Source: an optimization exercise on an open RTL-to-GDS flow (aim: small area and a short achievable clock period). Production flows keep margins and buffers that such runs may drop.
In this exercise RTL edits were held to simulation tests only and were not proved equivalent to the original.
Power figures rest on the tool's default switching activity, not on a simulated workload.

// wasm_ctrl_top
module wasm_ctrl_top (
    input  logic                      clk,
    input  logic                      rst_n,
    input  logic [addr_w-1:0]         read_pointer,
    input  logic [window_bytes*8-1:0] window,
    output logic [7:0]                advance,
    output logic                      jump_en,
    output logic [addr_w-1:0]         jump_addr,
    output logic [11:0]               stack_ctrl,  
    output logic [31:0]               imm,
    output logic                      call_en,
    output logic [24:0]               call_frame,  
    output logic                      ret_en,
    output logic                      finish,
    output logic                      instr_error
);
Size: ~1700 cells after synthesis, about 170 I/O pins, roughly 23000 sq um of cells after synthesis.
==> flow/config.mk <==
export PLATFORM = sky130hd
export DESIGN_NAME = wasm_ctrl_top
export DESIGN_NICKNAME = wasm_ctrl_top
export VERILOG_FILES = /design/flow/design.v
export SDC_FILE = /design/flow/constraint.sdc
export NUM_CORES = 4
export LEC_CHECK = 0
export ABC_AREA = 1
export CAP_MARGIN = 20
export CORE_MARGIN = 2
export CORE_UTILIZATION = 60
export CTS_BUF_LIST = sky130_fd_sc_hd__clkbuf_8
export CTS_CLUSTER_DIAMETER = 50
export CTS_CLUSTER_SIZE = 12
export SETUP_SLACK_MARGIN = 2.25
export SLEW_MARGIN = 20
==> flow/constraint.sdc <==
create_clock -name core_clock -period 8.0 [get_ports {clk}]
set_input_delay 1.6000 -clock core_clock [delete_from_list [all_inputs] [get_ports {clk}]]
set_output_delay 1.6000 -clock core_clock [all_outputs]
set_load 0.01 [all_outputs]
standard.sh (not shown) runs the stock make flow with config.mk's settings and CLKGATE_MAP_FILE= SYNTH_SCRIPT=/design/flow/synth_recipe.tcl, a recipe that flattens the netlist after the stock synthesis.
==> flow/flow/run.sh <==
#!/bin/bash
# Layout flow: the standard synthesis, then an area re-mapping of the combinational logic
# (OpenROAD restructure; registers are left as synthesis made them), then the standard
# layout from floorplan on, with the port buffers made of plain buffers instead of the
# delay-cell buffers buffer_ports picks by default. Each tool logs to its own file here.
set -euo pipefail
export BUFFER_PORTS_ARGS="-buffer_cell sky130_fd_sc_hd__buf_2"
bash standard.sh synth > standard_synth.log 2>&1
python3 flow/filter_lib.py "$FLOW_HOME/platforms/$FLOW_PLATFORM/lib/sky130_fd_sc_hd__tt_025C_1v80.lib" \
    abc_cells.lib > filter_lib.log 2>&1
openroad -no_init -exit flow/restructure.tcl > restructure.log 2>&1
bash standard.sh > standard_flow.log 2>&1
==> flow/flow/filter_lib.py <==
# Copy a liberty file without the cells the platform marks don't-use (lpflow_* and probe*),
# so that the area re-mapping below cannot pick them.
import re
import sys

src, dst = sys.argv[1], sys.argv[2]
text = open(src).read()
out = []
pos = 0
pat = re.compile(r'\n\s*cell\s*\(\s*"?([A-Za-z0-9_]+)"?\s*\)\s*\{')
for m in pat.finditer(text):
    if m.start() < pos:
        continue
    name = m.group(1)
    if 'lpflow' not in name and 'probe' not in name:
        continue
    depth = 0
    i = m.end() - 1
    while True:
        c = text[i]
        if c == '{':
            depth += 1
        elif c == '}':
            depth -= 1
            if depth == 0:
                break
        i += 1
    out.append(text[pos:m.start()])
    pos = i + 1
out.append(text[pos:])
open(dst, 'w').write(''.join(out))
==> flow/flow/restructure.tcl <==
# Re-map the synthesized combinational logic for area. Registers keep their names and cells.
set plat $::env(FLOW_HOME)/platforms/$::env(FLOW_PLATFORM)
set res orfs/results/$::env(FLOW_PLATFORM)/wasm_ctrl_top/base
read_lef $plat/lef/sky130_fd_sc_hd.tlef
read_lef $plat/lef/sky130_fd_sc_hd_merged.lef
read_liberty $plat/lib/sky130_fd_sc_hd__tt_025C_1v80.lib
read_db $res/1_synth.odb
read_sdc $res/1_synth.sdc
puts "area before [sta::format_area [rsz::design_area] 0]"
file mkdir rmp_work
restructure -target area -liberty_file abc_cells.lib \
    -tielo_port sky130_fd_sc_hd__conb_1/LO -tiehi_port sky130_fd_sc_hd__conb_1/HI \
    -work_dir rmp_work
puts "area after [sta::format_area [rsz::design_area] 0]"
write_db $res/1_synth.odb
==> next run, changes <==
Settings changed: SETUP_SLACK_MARGIN 2.25 to 2.6.
Outcome:
- The new run completed without violations
- setup slack is worse by 110 ps
- global-route usage went up by 0.95 points
- sequential share of layout area is lower by 1.7 points
==> next run, changes <==
==> flow/flow/run.sh (replaced) <==
#!/bin/bash
set -euo pipefail
export BUFFER_PORTS_ARGS="-buffer_cell sky130_fd_sc_hd__buf_2"
bash standard.sh > standard_flow.log 2>&1
Settings changed: GPL_ROUTABILITY_DRIVEN set to 0, PLACE_DENSITY set to 0.75, SETUP_SLACK_MARGIN 2.6 to 2.25.
removed: flow/flow/filter_lib.py
removed: flow/flow/restructure.tcl
Synthesized area goes up by roughly a tenth. Total power climbs by well over a third. Final area came out lower slightly.
==> next run, changes <==
Settings changed: CORE_UTILIZATION 60 to 50, GPL_ROUTABILITY_DRIVEN 0 to not set, PLACE_DENSITY 0.75 to not set.
Outcome: Critical path depth rises by 1; setup slack gets worse by 11 ps; worst hold slack degrades by 7.1 ps.
==> next run, changes <==
Settings changed: CORE_UTILIZATION 50 to 60, SETUP_SLACK_MARGIN 2.25 to 2.35.
Outcome:
- global-route usage is higher by 5.0 points
- total power is lower slightly
- first-iteration DRC count is higher by well over a third
- design area is lower slightly
- count of clock-buffer cells in the layout is lower by 1
- wire length is lower by a few percent
- clock skew is lower by 17 ps
- worst setup slack gains 38 ps
==> next run, changes <==
Settings changed: ABC_AREA 1 to not set, SETUP_SLACK_MARGIN 2.35 to 2.25.
The changed run completed with no timing, DRC or antenna violations.
Worst hold slack is better by 16 ps.
Via count went down by about 9%.
Routed wire length went down by about 6%.
Clock-buffer cell count went down by 3.
Total power went down by about 14%.
Clock skew hardly moves.
Final area went down by about 2.1%.

========
wasm_ctrl_top, a different RTL version from the one above (not shown whole).
For scale: roughly 170 I/O pins, ~26000 um^2 of cells after synthesis.
export LEC_CHECK = 0
export ABC_AREA = 1
export CAP_MARGIN = 20
export CORE_MARGIN = 2
export CORE_UTILIZATION = 60
export CTS_BUF_LIST = sky130_fd_sc_hd__clkbuf_8
export CTS_CLUSTER_DIAMETER = 50
export CTS_CLUSTER_SIZE = 12
export SETUP_SLACK_MARGIN = 2.5
export SLEW_MARGIN = 20
create_clock -name core_clock -period 8.0 [get_ports {clk}]
==> flow/flow/run.sh <==
#!/bin/bash
set -euo pipefail
export BUFFER_PORTS_ARGS="-buffer_cell sky130_fd_sc_hd__buf_1"
bash standard.sh > standard_flow.log 2>&1
Then changed:
==> flow/run.sh (new file) <==
#!/bin/bash
# synth_recipe.tcl (not shown) runs the flow's synth.tcl, then flattens the netlist and writes it again
# the make line also repeats each setting of config.mk as NAME=value (left out here)
make -C /OpenROAD-flow-scripts/flow DESIGN_CONFIG=/design/flow/config.mk WORK_HOME=/design/flow/orfs CLKGATE_MAP_FILE= SYNTH_SCRIPT=/design/flow/synth_recipe.tcl finish
removed: flow/flow/run.sh
removed: flow/standard.sh
Effect: The changed run finished with timing, DRC and antenna clean. Setup slack got worse by 11 ps. Wire length is higher by 2.7%. Via count came out higher by 2.0%.
Then changed:
==> flow/flow/run.sh (new file) <==
#!/bin/bash
set -euo pipefail
export BUFFER_PORTS_ARGS="-buffer_cell sky130_fd_sc_hd__buf_2"
bash standard.sh > standard_flow.log 2>&1
==> flow/standard.sh (new file) <==
#!/bin/bash
# synth_recipe.tcl (not shown) runs the flow's synth.tcl, then flattens the netlist and writes it again
# the make line also repeats each setting of config.mk as NAME=value (left out here)
make -C /OpenROAD-flow-scripts/flow DESIGN_CONFIG=/design/flow/config.mk WORK_HOME=/design/flow/orfs CLKGATE_MAP_FILE= SYNTH_SCRIPT=/design/flow/synth_recipe.tcl "${@:-finish}"
CTS_BUF_LIST = sky130_fd_sc_hd__clkbuf_16   (was sky130_fd_sc_hd__clkbuf_8)
CTS_CLUSTER_DIAMETER = 70   (was 50)
CTS_CLUSTER_SIZE = 22   (was 12)
removed: flow/run.sh
Cell count drops by a few percent.
Count of clock-buffer cells in the layout goes down by 19.
Wire length fell by a few percent.
Setup slack gains 58 ps.
Power drops slightly.
Core utilization fell by 2.9 points.
Register-to-register slack degrades by 360 ps.
Sequential cell count does not change.
Design area fell by a few percent.
Worst hold slack is better by 6.9 ps.
Then changed:
CTS_BUF_LIST = sky130_fd_sc_hd__clkbuf_8   (was sky130_fd_sc_hd__clkbuf_16)
CTS_CLUSTER_DIAMETER = 50   (was 70)
CTS_CLUSTER_SIZE = 12   (was 22)
Outcome:
- sequential share of layout area rises by 0.20 points
- global-route usage barely changes
- worst hold slack is about the same
- final area falls by 0.37%
- setup slack degrades by 69 ps
- fmax falls by 1.2%
- cell count rises by 1.4%
- synthesized area stays the same
- combinational power stays flat
- non-clock buffer count rises by 3
- routed wire length stays flat

## afterwards: timing with drivers on the ports
Ports are ideal in the flow. The routed layouts listed here were re-timed in OpenROAD.
Step 1 sets driving cells, clkbuf_16 on the clock port and buf_2 on the other inputs (assumed; they add their load-dependent delay and slew).
Step 2 moves the port delays by t, midway between the first and last clock arrival at a register: inputs arrive t later, outputs are due t later. That takes back most of the time a late clock gives input paths.
Three values: ideal, step 1, step 2; two values: the first two.
run	shift t [ns]	setup WS [ns]	clock arrival spread, ns	worst data-port slew with drivers (ns)
the first run of note 1	0.722	2.034 / 2.003 / 2.003	0.032 / 0.033	0.08
the second run of note 1	0.722	1.923 / 1.835 / 1.835	0.047 / 0.047	0.12
the third run of note 1	0.720	2.332 / 2.222 / 2.222	0.029 / 0.028	0.11
the fourth run of note 1	0.734	2.321 / 2.256 / 2.256	0.049 / 0.049	0.07
the fifth run of note 1	0.740	2.358 / 2.303 / 2.303	0.031 / 0.031	0.07
the sixth run of note 1	0.724	2.056 / 1.990 / 1.990	0.034 / 0.035	0.11
the first run of note 2	0.716	2.376 / 2.328 / 2.328	0.019 / 0.019	0.06
the second run of note 2	0.724	2.365 / 2.324 / 2.324	0.048 / 0.048	0.07
the third run of note 2	0.608	2.423 / 2.366 / 2.366	0.033 / 0.034	0.06
the fourth run of note 2	0.714	2.354 / 2.302 / 2.302	0.032 / 0.031	0.06
After both steps setup and hold are still met in every run listed. For the third run of note 1, which loses most, drivers alone change the setup slack by -0.110 ns; drivers and shift together by -0.110 ns.
